This is an optimization exercise on Yosys and OpenROAD, whose aim is small area, not a production implementation.
RTL that was checked went through simulation tests only; none was proved equivalent to the original.
Power figures rest on the tool's default switching activity, not on a simulated workload.

==> run F <==
// writeback_regfile
module writeback_regfile #(
    parameter int DATA_W = 32,
    parameter int ADDR_W = 5
) (
    input  logic              clk_i,
    input  logic              rst_i,
    input  logic              RegWrite_i,
    input  logic              MemtoReg_i,
    input  logic [DATA_W-1:0] ALUResult_i,
    input  logic [DATA_W-1:0] Memdata_i,
    input  logic [ADDR_W-1:0] RDaddr_i,
    input  logic [ADDR_W-1:0] RS1addr_i,
    input  logic [ADDR_W-1:0] RS2addr_i,
    input  logic              cnt_we_i,
    input  logic [31:0]       cnt_wdata_i,
    output logic [DATA_W-1:0] RS1data_o,
    output logic [DATA_W-1:0] RS2data_o,
    output logic [DATA_W-1:0] WBdata_o,
    output logic [31:0]       retire_cnt_o
);
    localparam int NREG = 2 ** ADDR_W;
    logic [DATA_W-1:0] reg_q [NREG];
    logic [31:0]       retire_cnt_reg;
    logic              commit;
    assign WBdata_o = MemtoReg_i ? Memdata_i : ALUResult_i;
    assign commit = RegWrite_i && (RDaddr_i != '0);
    generate
        for (genvar gi = 0; gi < NREG; gi++) begin : g_reg
            if (gi == 0) begin : g_zero
                assign reg_q[gi] = '0;
            end else begin : g_store
                logic [DATA_W-1:0] q_reg;
                always_ff @(posedge clk_i or posedge rst_i) begin
                    if (rst_i) begin
                        q_reg <= '0;
                    end else if (commit && (RDaddr_i == ADDR_W'(gi))) begin
                        q_reg <= WBdata_o;
                    end
                end
                assign reg_q[gi] = q_reg;
            end
        end
    endgenerate
    always_ff @(posedge clk_i or posedge rst_i) begin
        if (rst_i) begin
            retire_cnt_reg <= '0;
        end else if (cnt_we_i) begin
  ...
==> module writeback_regfile, before the edit <==
module writeback_regfile #(
    parameter int DATA_W = 32,
    parameter int ADDR_W = 5
) (
    input  logic              clk_i,
    input  logic              rst_i,
    input  logic              RegWrite_i,
    input  logic              MemtoReg_i,
    input  logic [DATA_W-1:0] ALUResult_i,
    input  logic [DATA_W-1:0] Memdata_i,
    input  logic [ADDR_W-1:0] RDaddr_i,
    input  logic [ADDR_W-1:0] RS1addr_i,
    input  logic [ADDR_W-1:0] RS2addr_i,
    input  logic              cnt_we_i,
    input  logic [31:0]       cnt_wdata_i,
    output logic [DATA_W-1:0] RS1data_o,
    output logic [DATA_W-1:0] RS2data_o,
    output logic [DATA_W-1:0] WBdata_o,
    output logic [31:0]       retire_cnt_o
);
    localparam int NREG = 2 ** ADDR_W;
    logic [DATA_W-1:0] reg_q [NREG];
    logic [31:0]       retire_cnt_reg;
    logic              commit;
    assign WBdata_o = MemtoReg_i ? Memdata_i : ALUResult_i;
    assign commit = RegWrite_i && (RDaddr_i != '0);
    generate
        for (genvar gi = 0; gi < NREG; gi++) begin : g_reg
            if (gi == 0) begin : g_zero
                assign reg_q[gi] = '0;
            end else begin : g_store
                logic [DATA_W-1:0] q_reg;
                always_ff @(posedge clk_i or posedge rst_i) begin
                    if (rst_i) begin
                        q_reg <= '0;
                    end else if (commit && (RDaddr_i == ADDR_W'(gi))) begin
                        q_reg <= WBdata_o;
                    end
                end
                assign reg_q[gi] = q_reg;
            end
        end
    endgenerate
    always_ff @(posedge clk_i or posedge rst_i) begin
        if (rst_i) begin
            retire_cnt_reg <= '0;
        end else if (cnt_we_i) begin
            retire_cnt_reg <= cnt_wdata_i;
        end else if (commit) begin
            retire_cnt_reg <= retire_cnt_reg + 32'd1;
        end
    end
    assign retire_cnt_o = retire_cnt_reg;
    always_comb begin
        RS1data_o = reg_q[RS1addr_i];
        RS2data_o = reg_q[RS2addr_i];
        if (rst_i) begin
            RS1data_o = '0;
            RS2data_o = '0;
        end
    end
endmodule
Settings: LEC_CHECK=0, CAP_MARGIN=20, CORE_MARGIN=2, CORE_UTILIZATION=40, SLEW_MARGIN=20; clock period 7.5 ns.
run.sh (not shown) runs the stock make flow with config.mk's settings and CLKGATE_MAP_FILE= SYNTH_SCRIPT=/design/flow/synth_recipe.tcl, a recipe that flattens the netlist after the stock synthesis.
==> inputs of run X, as changes to run F <==
--- a/flow/design.v
+++ b/flow/design.v
@@ -1 +1,29 @@
+module wbrf_wcell (
+    input  logic we,
+    input  logic hold,
+    input  logic wd,
+    input  logic q,
+    output logic d
+);
+    assign d = (we & wd) | (hold & q);
+endmodule
+module wbrf_aoi222 (
+    input  logic [2:0] s,
+    input  logic [2:0] d,
+    output logic       y_n
+);
+    assign y_n = ~|(s & d);
+endmodule
+module wbrf_rmux (
+    input  logic [30:0] sel,
+    input  logic [30:0] d,
+    output logic        y
+);
+    logic [10:0] n;
+    for (genvar g = 0; g < 10; g++) begin : g_aoi
+        wbrf_aoi222 u_a (.s(sel[3*g+2:3*g]), .d(d[3*g+2:3*g]), .y_n(n[g]));
+    end
+    assign n[10] = ~(sel[30] & d[30]);
+    assign y = ~&n;
+endmodule
 module writeback_regfile #(
@@ -21,3 +49,7 @@
     localparam int NREG = 2 ** ADDR_W;
-    logic [DATA_W-1:0] reg_q [NREG];
+    logic [DATA_W-1:0] data_q [1:NREG-1];
+    logic [DATA_W-1:0] data_d [1:NREG-1];
+    logic [NREG-1:1]   valid_q;
+    logic [NREG-1:1]   we, hold;
+    logic [NREG-1:1]   sel1, sel2;
     logic [31:0]       retire_cnt_reg;
@@ -26,16 +58,17 @@
     assign commit = RegWrite_i && (RDaddr_i != '0);
+    always_comb begin
+        for (int i = 1; i < NREG; i++) begin
+            we[i]   = RegWrite_i && (RDaddr_i == ADDR_W'(i));
+            hold[i] = ~we[i];
+            sel1[i] = valid_q[i] && (RS1addr_i == ADDR_W'(i));
+            sel2[i] = valid_q[i] && (RS2addr_i == ADDR_W'(i));
+        end
+    end
     generate
-        for (genvar gi = 0; gi < NREG; gi++) begin : g_reg
-            if (gi == 0) begin : g_zero
-                assign reg_q[gi] = '0;
-            end else begin : g_store
-                logic [DATA_W-1:0] q_reg;
-                always_ff @(posedge clk_i or posedge rst_i) begin
-                    if (rst_i) begin
-                        q_reg <= '0;
-                    end else if (commit && (RDaddr_i == ADDR_W'(gi))) begin
-                        q_reg <= WBdata_o;
-                    end
-                end
-                assign reg_q[gi] = q_reg;
+        for (genvar gi = 1; gi < NREG; gi++) begin : g_row
+            for (genvar gb = 0; gb < DATA_W; gb++) begin : g_bit
+                wbrf_wcell u_w (
+                    .we(we[gi]), .hold(hold[gi]), .wd(WBdata_o[gb]),
+                    .q(data_q[gi][gb]), .d(data_d[gi][gb])
+                );
             end
@@ -43,2 +76,14 @@
     endgenerate
+    always_ff @(posedge clk_i) begin
+        for (int i = 1; i < NREG; i++) begin
+            data_q[i] <= data_d[i];
+        end
+    end
+    always_ff @(posedge clk_i or posedge rst_i) begin
+        if (rst_i) begin
+            valid_q <= '0;
+        end else begin
+            valid_q <= valid_q | we;
+        end
+    end
     always_ff @(posedge clk_i or posedge rst_i) begin
@@ -53,10 +98,12 @@
     assign retire_cnt_o = retire_cnt_reg;
-    always_comb begin
-        RS1data_o = reg_q[RS1addr_i];
-        RS2data_o = reg_q[RS2addr_i];
-        if (rst_i) begin
-            RS1data_o = '0;
-            RS2data_o = '0;
+    generate
+        for (genvar gb = 0; gb < DATA_W; gb++) begin : g_rd
+            logic [NREG-2:0] col;
+            for (genvar gi = 1; gi < NREG; gi++) begin : g_col
+                assign col[gi-1] = data_q[gi][gb];
+            end
+            wbrf_rmux u_r1 (.sel(sel1), .d(col), .y(RS1data_o[gb]));
+            wbrf_rmux u_r2 (.sel(sel2), .d(col), .y(RS2data_o[gb]));
         end
-    end
+    endgenerate
 endmodule
- CORE_UTILIZATION: 40 -> 70
- SYNTH_HIERARCHICAL: unset -> 1
- SYNTH_MINIMUM_KEEP_SIZE: unset -> 0
==> inputs of run D, as changes to run F <==
--- a/flow/design.v
+++ b/flow/design.v
@@ -1 +1,19 @@
+module wbrf_wcell (
+    input  logic we,
+    input  logic hold,
+    input  logic wd,
+    input  logic q,
+    output logic d
+);
+    assign d = (we & wd) | (hold & q);
+endmodule
+module wbrf_rmux #(
+    parameter int N = 31
+) (
+    input  logic [N-1:0] sel,
+    input  logic [N-1:0] d,
+    output logic         y
+);
+    assign y = |(sel & d);
+endmodule
 module writeback_regfile #(
@@ -21,3 +39,7 @@
     localparam int NREG = 2 ** ADDR_W;
-    logic [DATA_W-1:0] reg_q [NREG];
+    logic [DATA_W-1:0] data_q [1:NREG-1];
+    logic [DATA_W-1:0] data_d [1:NREG-1];
+    logic [NREG-1:1]   valid_q;
+    logic [NREG-1:1]   we, hold;
+    logic [NREG-1:1]   sel1, sel2;
     logic [31:0]       retire_cnt_reg;
@@ -26,16 +48,17 @@
     assign commit = RegWrite_i && (RDaddr_i != '0);
+    always_comb begin
+        for (int i = 1; i < NREG; i++) begin
+            we[i]   = RegWrite_i && (RDaddr_i == ADDR_W'(i));
+            hold[i] = ~we[i];
+            sel1[i] = valid_q[i] && (RS1addr_i == ADDR_W'(i));
+            sel2[i] = valid_q[i] && (RS2addr_i == ADDR_W'(i));
+        end
+    end
     generate
-        for (genvar gi = 0; gi < NREG; gi++) begin : g_reg
-            if (gi == 0) begin : g_zero
-                assign reg_q[gi] = '0;
-            end else begin : g_store
-                logic [DATA_W-1:0] q_reg;
-                always_ff @(posedge clk_i or posedge rst_i) begin
-                    if (rst_i) begin
-                        q_reg <= '0;
-                    end else if (commit && (RDaddr_i == ADDR_W'(gi))) begin
-                        q_reg <= WBdata_o;
-                    end
-                end
-                assign reg_q[gi] = q_reg;
+        for (genvar gi = 1; gi < NREG; gi++) begin : g_row
+            for (genvar gb = 0; gb < DATA_W; gb++) begin : g_bit
+                wbrf_wcell u_w (
+                    .we(we[gi]), .hold(hold[gi]), .wd(WBdata_o[gb]),
+                    .q(data_q[gi][gb]), .d(data_d[gi][gb])
+                );
             end
@@ -43,2 +66,14 @@
     endgenerate
+    always_ff @(posedge clk_i) begin
+        for (int i = 1; i < NREG; i++) begin
+            data_q[i] <= data_d[i];
+        end
+    end
+    always_ff @(posedge clk_i or posedge rst_i) begin
+        if (rst_i) begin
+            valid_q <= '0;
+        end else begin
+            valid_q <= valid_q | we;
+        end
+    end
     always_ff @(posedge clk_i or posedge rst_i) begin
@@ -53,10 +88,12 @@
     assign retire_cnt_o = retire_cnt_reg;
-    always_comb begin
-        RS1data_o = reg_q[RS1addr_i];
-        RS2data_o = reg_q[RS2addr_i];
-        if (rst_i) begin
-            RS1data_o = '0;
-            RS2data_o = '0;
+    generate
+        for (genvar gb = 0; gb < DATA_W; gb++) begin : g_rd
+            logic [NREG-2:0] col;
+            for (genvar gi = 1; gi < NREG; gi++) begin : g_col
+                assign col[gi-1] = data_q[gi][gb];
+            end
+            wbrf_rmux #(.N(NREG-1)) u_r1 (.sel(sel1), .d(col), .y(RS1data_o[gb]));
+            wbrf_rmux #(.N(NREG-1)) u_r2 (.sel(sel2), .d(col), .y(RS2data_o[gb]));
         end
-    end
+    endgenerate
 endmodule
- SYNTH_HIERARCHICAL: unset -> 1
- SYNTH_MINIMUM_KEEP_SIZE: unset -> 0
==> comparison <==
Cell area, highest first: run F, run D, run X. Global-route usage, highest first: run X, run F, run D. Clock power: run D is larger than run X (9.2%). The lowest register-to-register slack belongs to run F, the highest to run D.
==> figures <==
	run D	run F	run X
Combinational power share	13.0%	16.4%	14.1%
Count of cell instances traversed by the critical path	8	9	9
Run status	finished clean	finished clean	finished clean
Layout Utilization	49.7%	47.4%	84.6%
Cell count after placement	5559	7826	4519
Setup slack of the most critical reg-to-reg path	5.36 ns	5.01 ns	5.29 ns
Worst Hold Path EP	valid_q[2]$_DFF_PP0_	g_reg[9].g_store.q_reg[31]$_DFFE_PP0P_	valid_q[6]$_DFF_PP0_
Fillers	9582	12538	3075
Adder and majority cell fraction of the synthesized area	0.0294%	0.0239%	0.0306%
Share of power burned in registers	50.0%	48.2%	51.4%
The RTL of run D was laid out without a check of its function.

[separate check: timing with driven ports]
In the flow no input, the clock included, has a driving cell. The finished layouts below were timed again as built, in two steps.
Step 1 assumes that a clkbuf_16 drives the clock port and a buf_2 every other input.
Step 2, shift: input delay + t, output delay - t, t = (earliest + latest rising clock arrival at the registers) / 2. This alone moves slack from input paths to output paths.
Slacks: ideal ports / drivers / drivers and shift; pairs: ideal ports / drivers.
| run | shift t [ns] | setup WS [ns] | worst hold slack (ns) |
|---|---|---|---|
| run F | 0.861 | 0.202 / 0.113 / 0.113 | 0.500 / 0.500 / 0.500 |
| run X | 0.750 | 0.321 / 0.280 / 0.280 | 0.478 / 0.478 / 0.478 |
| run D | 0.784 | 0.643 / 0.525 / 0.525 | 0.478 / 0.478 / 0.478 |
After both steps every run listed still meets setup and hold. For run D, which loses most, drivers alone change the setup slack by -0.118 ns; drivers and shift together by -0.118 ns.
